Source: an optimization exercise on an open RTL-to-GDS flow (aim: small area, a short achievable clock period and few clock cycles). Production flows keep margins and buffers that such runs may drop. Only simulation tests tie the RTL to the original design; equivalence was not proved. No activity file was given, so power comes from the tool's default toggle rates.

`design/flow/constraint.sdc`:
```
create_clock -name core_clock -period 8.0 [get_ports {clk}]
set_input_delay 1.6000 -clock core_clock [delete_from_list [all_inputs] [get_ports {clk}]]
set_output_delay 1.6000 -clock core_clock [all_outputs]
set_load 0.01 [all_outputs]
```
`design/flow/run.sh`:
```
#!/bin/bash
# synth_recipe.tcl (not shown) runs the flow's synth.tcl, then flattens the netlist and writes it again
# the make line also repeats each setting of config.mk as NAME=value (left out here)
make -C /OpenROAD-flow-scripts/flow DESIGN_CONFIG=/design/flow/config.mk WORK_HOME=/design/flow/orfs CLKGATE_MAP_FILE= SYNTH_SCRIPT=/design/flow/synth_recipe.tcl finish
```
`design/flow/design.v`:
```
`default_nettype none
package sau_pkg;
    localparam int WORD_W   = 32;
    localparam int MODE_W   = 3;
    localparam int STATUS_W = 3;
    localparam int DEPTH_W  = 7;
    localparam logic [MODE_W-1:0] MODE_NOP  = 3'd0;
    localparam logic [MODE_W-1:0] MODE_PUSH = 3'd1;
    localparam logic [MODE_W-1:0] MODE_SWAP = 3'd2;
    localparam logic [MODE_W-1:0] MODE_ADD  = 3'd3;
    localparam logic [MODE_W-1:0] MODE_SUB  = 3'd4;
    localparam logic [MODE_W-1:0] MODE_DIV  = 3'd5;
    localparam logic [STATUS_W-1:0] STAT_OK      = 3'd0;
    localparam logic [STATUS_W-1:0] STAT_SHORT   = 3'd1;
    localparam logic [STATUS_W-1:0] STAT_DIVZERO = 3'd2;
    localparam logic [STATUS_W-1:0] STAT_FULL    = 3'd3;
    localparam logic [STATUS_W-1:0] STAT_HALTED  = 3'd4;
    typedef enum logic [2:0] {
        ST_IDLE,
        ST_EXEC,
        ST_SWAP2,
        ST_DIVW,
        ST_RESP
    } sau_state_t;
endpackage
`default_nettype wire
`default_nettype none
module sau_ram #(
    parameter int WIDTH = 32,
    parameter int DEPTH = 64
) (
    input  wire logic                     clk,
    input  wire logic                     we,
    input  wire logic [$clog2(DEPTH)-1:0] waddr,
    input  wire logic [WIDTH-1:0]         wdata,
    input  wire logic                     re,
    input  wire logic [$clog2(DEPTH)-1:0] raddr,
    output logic      [WIDTH-1:0]         rdata
);
    logic [WIDTH-1:0] mem_reg [DEPTH];
    logic [WIDTH-1:0] rdata_reg;
    always_ff @(posedge clk)
    begin
        if (we)
        begin
            mem_reg[waddr] <= wdata;
        end
        if (re)
        begin
            rdata_reg <= mem_reg[raddr];
        end
    end
    assign rdata = rdata_reg;
endmodule
`default_nettype wire
`default_nettype none
import sau_pkg::*;
module sau_div (
    input  wire logic                       clk,
    input  wire logic                       rst_n,
    input  wire logic                       start,
    input  wire logic [sau_pkg::WORD_W-1:0] num,
    input  wire logic [sau_pkg::WORD_W-1:0] den,
    output logic                            done,
    output logic      [sau_pkg::WORD_W-1:0] quot
);
    localparam int CNT_W = $clog2(WORD_W);
    logic              busy_reg, busy_next;
    logic              done_reg, done_next;
    logic              neg_reg, neg_next;
    logic [CNT_W-1:0]  cnt_reg, cnt_next;
    logic [WORD_W-1:0] rem_reg, rem_next;
    logic [WORD_W-1:0] quo_reg, quo_next;
    logic [WORD_W-1:0] den_reg, den_next;
    logic [WORD_W:0]   shifted;
    logic [WORD_W:0]   trial;
    logic              take;
    logic [WORD_W-1:0] num_mag;
    logic [WORD_W-1:0] den_mag;
    assign num_mag = num[WORD_W-1] ? (WORD_W'(0) - num) : num;
    assign den_mag = den[WORD_W-1] ? (WORD_W'(0) - den) : den;
    assign shifted = {rem_reg, quo_reg[WORD_W-1]};
    assign trial   = shifted - {1'b0, den_reg};
    assign take    = ~trial[WORD_W];
    always_comb
    begin
        busy_next = busy_reg;
        done_next = 1'b0;
        neg_next  = neg_reg;
        cnt_next  = cnt_reg;
        rem_next  = rem_reg;
        quo_next  = quo_reg;
        den_next  = den_reg;
        if (start)
        begin
            busy_next = 1'b1;
            neg_next  = num[WORD_W-1] ^ den[WORD_W-1];
            cnt_next  = '0;
            rem_next  = '0;
            quo_next  = num_mag;
            den_next  = den_mag;
        end
        else if (busy_reg)
        begin
            rem_next = take ? trial[WORD_W-1:0] : shifted[WORD_W-1:0];
            quo_next = {quo_reg[WORD_W-2:0], take};
            cnt_next = cnt_reg + CNT_W'(1);
            if (cnt_reg == CNT_W'(WORD_W - 1))
            begin
                busy_next = 1'b0;
                done_next = 1'b1;
            end
        end
    end
    always_ff @(posedge clk or negedge rst_n)
    begin
        if (!rst_n)
        begin
            busy_reg <= 1'b0;
            done_reg <= 1'b0;
            cnt_reg  <= '0;
        end
        else
        begin
            busy_reg <= busy_next;
            done_reg <= done_next;
            cnt_reg  <= cnt_next;
        end
    end
    always_ff @(posedge clk)
    begin
        neg_reg <= neg_next;
        rem_reg <= rem_next;
        quo_reg <= quo_next;
        den_reg <= den_next;
    end
    assign done = done_reg;
    assign quot = neg_reg ? (WORD_W'(0) - quo_reg) : quo_reg;
endmodule
`default_nettype wire
`default_nettype none
import sau_pkg::*;
module stack_arith_unit #(
    parameter int STACK_DEPTH = 64
) (
    input  wire logic        clk,
    input  wire logic        rst_n,
    input  wire logic        s_tvalid,
    output logic             s_tready,
    input  wire logic [31:0] s_tdata,    
    input  wire logic [2:0]  s_tuser,    
    output logic             m_tvalid,
    input  wire logic        m_tready,
    output logic      [47:0] m_tdata     
);
    localparam int AW = $clog2(STACK_DEPTH);
    localparam int CW = $clog2(STACK_DEPTH + 1);
    sau_pkg::sau_state_t  state_reg, state_next;
    logic [CW-1:0]        count_reg, count_next;
    logic                 halted_reg, halted_next;
    logic [WORD_W-1:0]    top_reg, top_next;
    logic [MODE_W-1:0]    mode_reg, mode_next;
    logic [STATUS_W-1:0]  status_reg, status_next;
    logic                 m_valid_reg, m_valid_next;
    logic [STATUS_W-1:0]  m_status_reg, m_status_next;
    logic [WORD_W-1:0]    m_top_reg, m_top_next;
    logic [DEPTH_W-1:0]   m_depth_reg, m_depth_next;
    logic                 s_accept;
    logic                 slot_free;
    logic                 op_binary;
    logic                 stack_full;
    logic                 stack_short;
    logic [CW-1:0]        cnt_m1;
    logic [CW-1:0]        cnt_m2;
    logic [CW+DEPTH_W-1:0] depth_ext;
    logic                 mem_we;
    logic [AW-1:0]        mem_waddr;
    logic [WORD_W-1:0]    mem_wdata;
    logic                 mem_re;
    logic [WORD_W-1:0]    mem_rdata;
    logic                 div_start;
    logic                 div_done;
    logic [WORD_W-1:0]    div_quot;
    logic [WORD_W-1:0]    alu_sum;
    logic [WORD_W-1:0]    alu_diff;
    assign s_tready    = (state_reg == ST_IDLE);
    assign s_accept    = s_tvalid && s_tready;
    assign slot_free   = !m_valid_reg || m_tready;
    assign op_binary   = (s_tuser == MODE_SWAP) || (s_tuser == MODE_ADD) ||
                         (s_tuser == MODE_SUB) || (s_tuser == MODE_DIV);
    assign stack_full  = (count_reg >= CW'(STACK_DEPTH));
    assign stack_short = (count_reg < CW'(2));
    assign cnt_m1      = count_reg - CW'(1);
    assign cnt_m2      = count_reg - CW'(2);
    assign depth_ext   = {{DEPTH_W{1'b0}}, count_reg};
    assign alu_sum     = mem_rdata + top_reg;
    assign alu_diff    = mem_rdata - top_reg;
    sau_ram #(
        .WIDTH(WORD_W),
        .DEPTH(STACK_DEPTH)
    ) u_stack_ram (
        .clk   (clk),
        .we    (mem_we),
        .waddr (mem_waddr),
        .wdata (mem_wdata),
        .re    (mem_re),
        .raddr (cnt_m2[AW-1:0]),
        .rdata (mem_rdata)
    );
    sau_div u_div (
        .clk   (clk),
        .rst_n (rst_n),
        .start (div_start),
        .num   (mem_rdata),
        .den   (top_reg),
        .done  (div_done),
        .quot  (div_quot)
    );
    always_comb
    begin
        state_next = state_reg;
        case (state_reg)
            ST_IDLE:
            begin
                if (s_accept)
                begin
                    if (!halted_reg && op_binary && !stack_short &&
                        !((s_tuser == MODE_DIV) && (top_reg == '0)))
                    begin
                        state_next = ST_EXEC;
                    end
                    else
                    begin
                        state_next = ST_RESP;
                    end
                end
            end
            ST_EXEC:
            begin
                case (mode_reg)
                    MODE_SWAP: state_next = ST_SWAP2;
                    MODE_DIV:  state_next = ST_DIVW;
                    default:   state_next = ST_RESP;
                endcase
            end
            ST_SWAP2:
            begin
                state_next = ST_RESP;
            end
            ST_DIVW:
            begin
                if (div_done)
                begin
                    state_next = ST_RESP;
                end
            end
            ST_RESP:
            begin
                if (slot_free)
                begin
                    state_next = ST_IDLE;
                end
            end
            default:
            begin
                state_next = ST_IDLE;
            end
        endcase
    end
    always_comb
    begin
        count_next    = count_reg;
        halted_next   = halted_reg;
        top_next      = top_reg;
        mode_next     = mode_reg;
        status_next   = status_reg;
        m_valid_next  = m_valid_reg && !m_tready;
        m_status_next = m_status_reg;
        m_top_next    = m_top_reg;
        m_depth_next  = m_depth_reg;
        mem_we        = 1'b0;
        mem_waddr     = cnt_m2[AW-1:0];
        mem_wdata     = top_reg;
        mem_re        = 1'b0;
        div_start     = 1'b0;
        case (state_reg)
            ST_IDLE:
            begin
                if (s_accept)
                begin
                    mode_next   = s_tuser;
                    status_next = STAT_OK;
                    if (halted_reg)
                    begin
                        status_next = STAT_HALTED;
                    end
                    else if (s_tuser == MODE_PUSH)
                    begin
                        if (stack_full)
                        begin
                            status_next = STAT_FULL;
                            halted_next = 1'b1;
                        end
                        else
                        begin
                            mem_we     = 1'b1;
                            mem_waddr  = count_reg[AW-1:0];
                            mem_wdata  = s_tdata;
                            top_next   = s_tdata;
                            count_next = count_reg + CW'(1);
                        end
                    end
                    else if (op_binary)
                    begin
                        if (stack_short)
                        begin
                            status_next = STAT_SHORT;
                            halted_next = 1'b1;
                        end
                        else if ((s_tuser == MODE_DIV) && (top_reg == '0))
                        begin
                            status_next = STAT_DIVZERO;
                            halted_next = 1'b1;
                        end
                        else
                        begin
                            mem_re = 1'b1;
                        end
                    end
                end
            end
            ST_EXEC:
            begin
                case (mode_reg)
                    MODE_SWAP:
                    begin
                        mem_we    = 1'b1;
                        mem_wdata = top_reg;
                        top_next  = mem_rdata;
                    end
                    MODE_ADD:
                    begin
                        mem_we     = 1'b1;
                        mem_wdata  = alu_sum;
                        top_next   = alu_sum;
                        count_next = cnt_m1;
                    end
                    MODE_SUB:
                    begin
                        mem_we     = 1'b1;
                        mem_wdata  = alu_diff;
                        top_next   = alu_diff;
                        count_next = cnt_m1;
                    end
                    MODE_DIV:
                    begin
                        div_start = 1'b1;
                    end
                    default:
                    begin
                        mem_we = 1'b0;
                    end
                endcase
            end
            ST_SWAP2:
            begin
                mem_we    = 1'b1;
                mem_waddr = cnt_m1[AW-1:0];
                mem_wdata = top_reg;
            end
            ST_DIVW:
            begin
                if (div_done)
                begin
                    mem_we     = 1'b1;
                    mem_wdata  = div_quot;
                    top_next   = div_quot;
                    count_next = cnt_m1;
                end
            end
            ST_RESP:
            begin
                if (slot_free)
                begin
                    m_valid_next  = 1'b1;
                    m_status_next = status_reg;
                    m_top_next    = (count_reg == '0) ? '0 : top_reg;
                    m_depth_next  = depth_ext[DEPTH_W-1:0];
                end
            end
            default:
            begin
                mem_we = 1'b0;
            end
        endcase
    end
    always_ff @(posedge clk or negedge rst_n)
    begin
        if (!rst_n)
        begin
            state_reg   <= ST_IDLE;
            count_reg   <= '0;
            halted_reg  <= 1'b0;
            m_valid_reg <= 1'b0;
        end
        else
        begin
            state_reg   <= state_next;
            count_reg   <= count_next;
            halted_reg  <= halted_next;
            m_valid_reg <= m_valid_next;
        end
    end
    always_ff @(posedge clk)
    begin
        top_reg      <= top_next;
        mode_reg     <= mode_next;
        status_reg   <= status_next;
        m_status_reg <= m_status_next;
        m_top_reg    <= m_top_next;
        m_depth_reg  <= m_depth_next;
    end
    assign m_tvalid = m_valid_reg;
    assign m_tdata  = {6'b0, m_depth_reg, m_top_reg, m_status_reg};
endmodule
`default_nettype wire
```
`design/flow/config.mk`:
```
export PLATFORM = sky130hd
export DESIGN_NAME = stack_arith_unit
export DESIGN_NICKNAME = stack_arith_unit
export VERILOG_FILES = /design/flow/design.v
export SDC_FILE = /design/flow/constraint.sdc
export NUM_CORES = 4
export LEC_CHECK = 0
export CAP_MARGIN = 20
export CORE_MARGIN = 2
export CORE_UTILIZATION = 40
export SLEW_MARGIN = 20
```
==> impl_metrics.tcl <==
set metrics [dict create \
    synth-seq-area-share 0.712 \
    initial_core_util 0.402 \
    slew_viol_final 0 \
    num_io_pins 89 \
    area_growth_pct 14.6 \
    path_max_fanout 20 \
    firstDrtPassIters 6 \
    drv_cap 0 \
    cp_data_arrival_time_ns 6.47 \
    dp.cells 8194 \
    wire_per_inst_um 29.1 \
    drcViolationCount 0 \
    num_vias 50671 \
    setup_viol 0 \
    seq_power_share 0.374 \
    ir_drop_uv 571 \
    insertion_delay_ns 0.89 \
    netlist_instances 5078 \
    finalCriticalPeriod_ns 5.93 \
    grt_max_degree 148 \
    grt_pass1_vias 49243 \
    synth_edf_count 2225 \
    dp_hpwl_mm 161 \
    cts_resized 0 \
    post_cts_buffers 0 \
    crit_top_cell "nand2_1" \
    timing.rr.start "top_reg[4]" \
    grtUsageTotal 0.206 \
    critPathBufInv 2 \
    grt_setup_unrepaired "false" \
    yosysWarnings 3 \
    r2r_slack_ns 2.29 \
    cts_num_sinks 2276 \
    drt-initial-drc-count 5894 \
    fp-row-count 179 \
    tightest_slew_ns 1.25 \
    numPortBuffers 82 \
    path_class "input port to flop" \
    switching_share 0.384 \
    grt_pass1_wl_mm 363 \
    fin_skew_ns 0.0874 \
    hold_class "flop to flop" \
    dieArea_um2 242000 \
    ff2ff_path_depth 14 \
    min_period_over_period 0.742 \
    worstPathCellList "clkdlybuf4s50_1, nand2b_1, nor4_1, nand2_1, nor2_1, a31oi_1, o21ai_0, xor2_1, nand2_1, nor2_4, buf_4" \
    setup_tns_ns 0 \
    cp-end-kind "flop" \
    largest_reg_flops 2048 \
    final_common_cell "edfxtp_1" \
    power_density_nw_per_um2 466 \
    power_frac_comb 0.419 \
    die_y_um 492 \
    critical_path.top_delay_family "simple AND/OR/NAND/NOR gates" \
    holdBufCountCts 0 \
    hold_viol 0 \
    htreeDepth 4 \
    min_to "m_status_reg[1]" \
    hold_depth 0 \
    final_antenna_net_count 0 \
    pwr-share-clk 0.207 \
    synth.distinct_cells 92 \
    cts_buffers 228 \
    stdcell_count 8638 \
    p_leak_nw 34.7 \
    postSynth.asyncResetShare 0.00835 \
    cts_buffer_depth 3 \
    dieWidth_um 492 \
    path_clk_slew_ns 0.07 \
    final_cell_mix "edfxtp_1, mux4_2, a21oi_1" \
    required_ns 8.54 \
    num-nets-final 5423 \
    min_from "status_reg[1]" \
    antenna_found_initial 19 \
    root_buffer "clkbuf_16" \
    syn_area_um2 95400 \
    synth-seq-cells 2276 \
    intPower_w 0.0314 \
    timing.fmax_mhz 169 \
    wl_mm 252 \
    grt.overflow.total 0 \
    cpPeakStageDelay_ns 0.84 \
    fp.coreArea_um2 237000 \
    cp_slowest_cell "nor2_4" \
    synthFlopType "edfxtp_1" \
    slew_headroom 0.165 \
    cts_tree "done" \
    syn-mean-instance-area_um2 18.8 \
    status "complete, no violations" \
    vias_per_cell 5.87 \
    r2r_end "u_stack_ram.mem_reg[19][25]" \
    cp-start-kind "input port" \
    switchingPower_w 0.0196 \
    layout-drive-gt1-share 0.237 \
    gp_congestion 0.932 \
]
[cells in the mapped netlist, types with 5 or more instances]
cell type / n / area (um^2)
nor3_1: 31 / 155
buf_4: 7 / 52.6
nor2_1: 249 / 935
nand3_1: 29 / 145
o211ai_1: 19 / 143
o21ai_0: 205 / 1030
or2_2: 8 / 50.1
a21oi_1: 248 / 1240
a211oi_1: 32 / 240
buf_2: 8 / 40.0
o21a_1: 12 / 90.1
mux4_2: 664 / 15000
and2_1: 10 / 62.6
o221ai_1: 19 / 166
o21bai_1: 17 / 128
edfxtp_1: 2225 / 66800
a21o_1: 24 / 180
or3_1: 24 / 150
dfxtp_1: 32 / 641
inv_1: 114 / 428
ha_1: 104 / 1300
or4_1: 11 / 82.6
a221o_1: 7 / 70.1
o31ai_1: 38 / 285
o22ai_1: 22 / 138
xnor2_1: 71 / 622
nor2b_1: 22 / 138
nor4_1: 16 / 100
clkbuf_1: 214 / 803
nand2_1: 193 / 724
a31oi_1: 23 / 144
a221oi_1: 7 / 61.3
buf_1: 50 / 188
mux2i_1: 43 / 430
o41ai_1: 17 / 149
xor2_1: 66 / 578
nand4_1: 9 / 56.3
a22oi_1: 24 / 180
and3_1: 17 / 106
nand2b_1: 27 / 169
a21boi_0: 7 / 52.6
dfrtp_1: 19 / 475
a211o_1: 5 / 43.8
[worst max-delay path by stage]
stage / depth (start not counted) / endpoint / slack (ns) / start
after floorplan: 11 / u_stack_ram.mem_reg[0][23] / 1.36 / s_tuser[1]
after global placement: 11 / u_stack_ram.mem_reg[4][14] / 1.35 / s_tuser[1]
after detailed placement: 11 / u_stack_ram.mem_reg[4][4] / 1.28 / s_tuser[1]
after CTS: 11 / u_stack_ram.mem_reg[4][14] / 2.21 / s_tuser[1]
after global routing: 11 / u_stack_ram.mem_reg[0][12] / 1.74 / s_tuser[1]
final: 11 / u_stack_ram.mem_reg[2][12] / 2.07 / s_tuser[1]
[final cells by class]
type                            instances  area, um^2
Antenna cell                            5        12.5
Clock buffer                          280        5920
Clock inverter                        139        1480
Fill cell                           19826      128000
Inverter                              115         432
Multi-Input combinational cell       2409       26900
Sequential cell                      2276       67900
Tap cell                             3167        3960
Timing Repair Buffer                  247        2670
[power groups by stage]
stage               Clock [W]  Combinational [W]  Sequential, W
detailed placement          0             0.0214         0.0193
floorplan                   0             0.0123         0.0191
CTS                    0.0108             0.0215         0.0190
global placement            0             0.0211         0.0192
finish                 0.0106             0.0214         0.0190
global route           0.0112             0.0227         0.0192
[through the flow]
stage               area (um^2)  utilization  hold slack (ns)  power (W)  setup WS [ns]
floorplan                 95400            -            0.400     0.0314           1.36
global placement         101000        0.426            0.411     0.0403           1.35
detailed placement       101000        0.427            0.417     0.0407           1.28
CTS                      109000        0.458            0.436     0.0513           2.21
global route             109000        0.460            0.448     0.0531           1.74
finish                   109000        0.460            0.431     0.0510           2.07
[logic make-up after synthesis]
family | count (synthesis) | synth area share
simple gates | 676 | 0.0331
buf+inv | 398 | 0.0163
other cells | 1 | 0.0000393
flops | 2276 | 0.712
fa+ha+maj | 107 | 0.0143
xor+xnor | 137 | 0.0126
mux | 707 | 0.161
compound gates | 776 | 0.0503
[routing by layer]
layer | routed length [um] | global-route usage | vias to the layer above
li1 | - | - | 21304
met1 | 107000 | 0.302 | 26825
met2 | 118000 | 0.320 | 2205
met3 | 20600 | 0.0381 | 337
met4 | 5660 | 0.0466 | 0
met5 | 0 | 0 | -
Testbench counts, summed over its fixed seeds: cycles 124,228.

-- what the ideal ports hide --
The flow's constraints put no driver on any port. The routed layout listed below was extracted and timed again, unchanged, in two steps.
Step 1, drivers: a clkbuf_16 drives clk and a buf_2 each remaining input, both assumed.
Step 2 adds t to the input delays and takes it off the output delays; t is the mean of the earliest and latest rising clock arrival at the registers after step 1. Input paths then give back, and output paths get back, about the clock's delay inside the block.
Three values: ideal, step 1, step 2; two values: the first two.
shift t [ns]: 0.940
slack for setup (ns): 2.065 / 2.132 / 1.193
worst register clock-pin slew, ns: 0.07 / 0.07
After both steps setup and hold are still met in this run. The setup slack of this run moves by +0.067 ns with the drivers and by -0.872 ns with both steps.
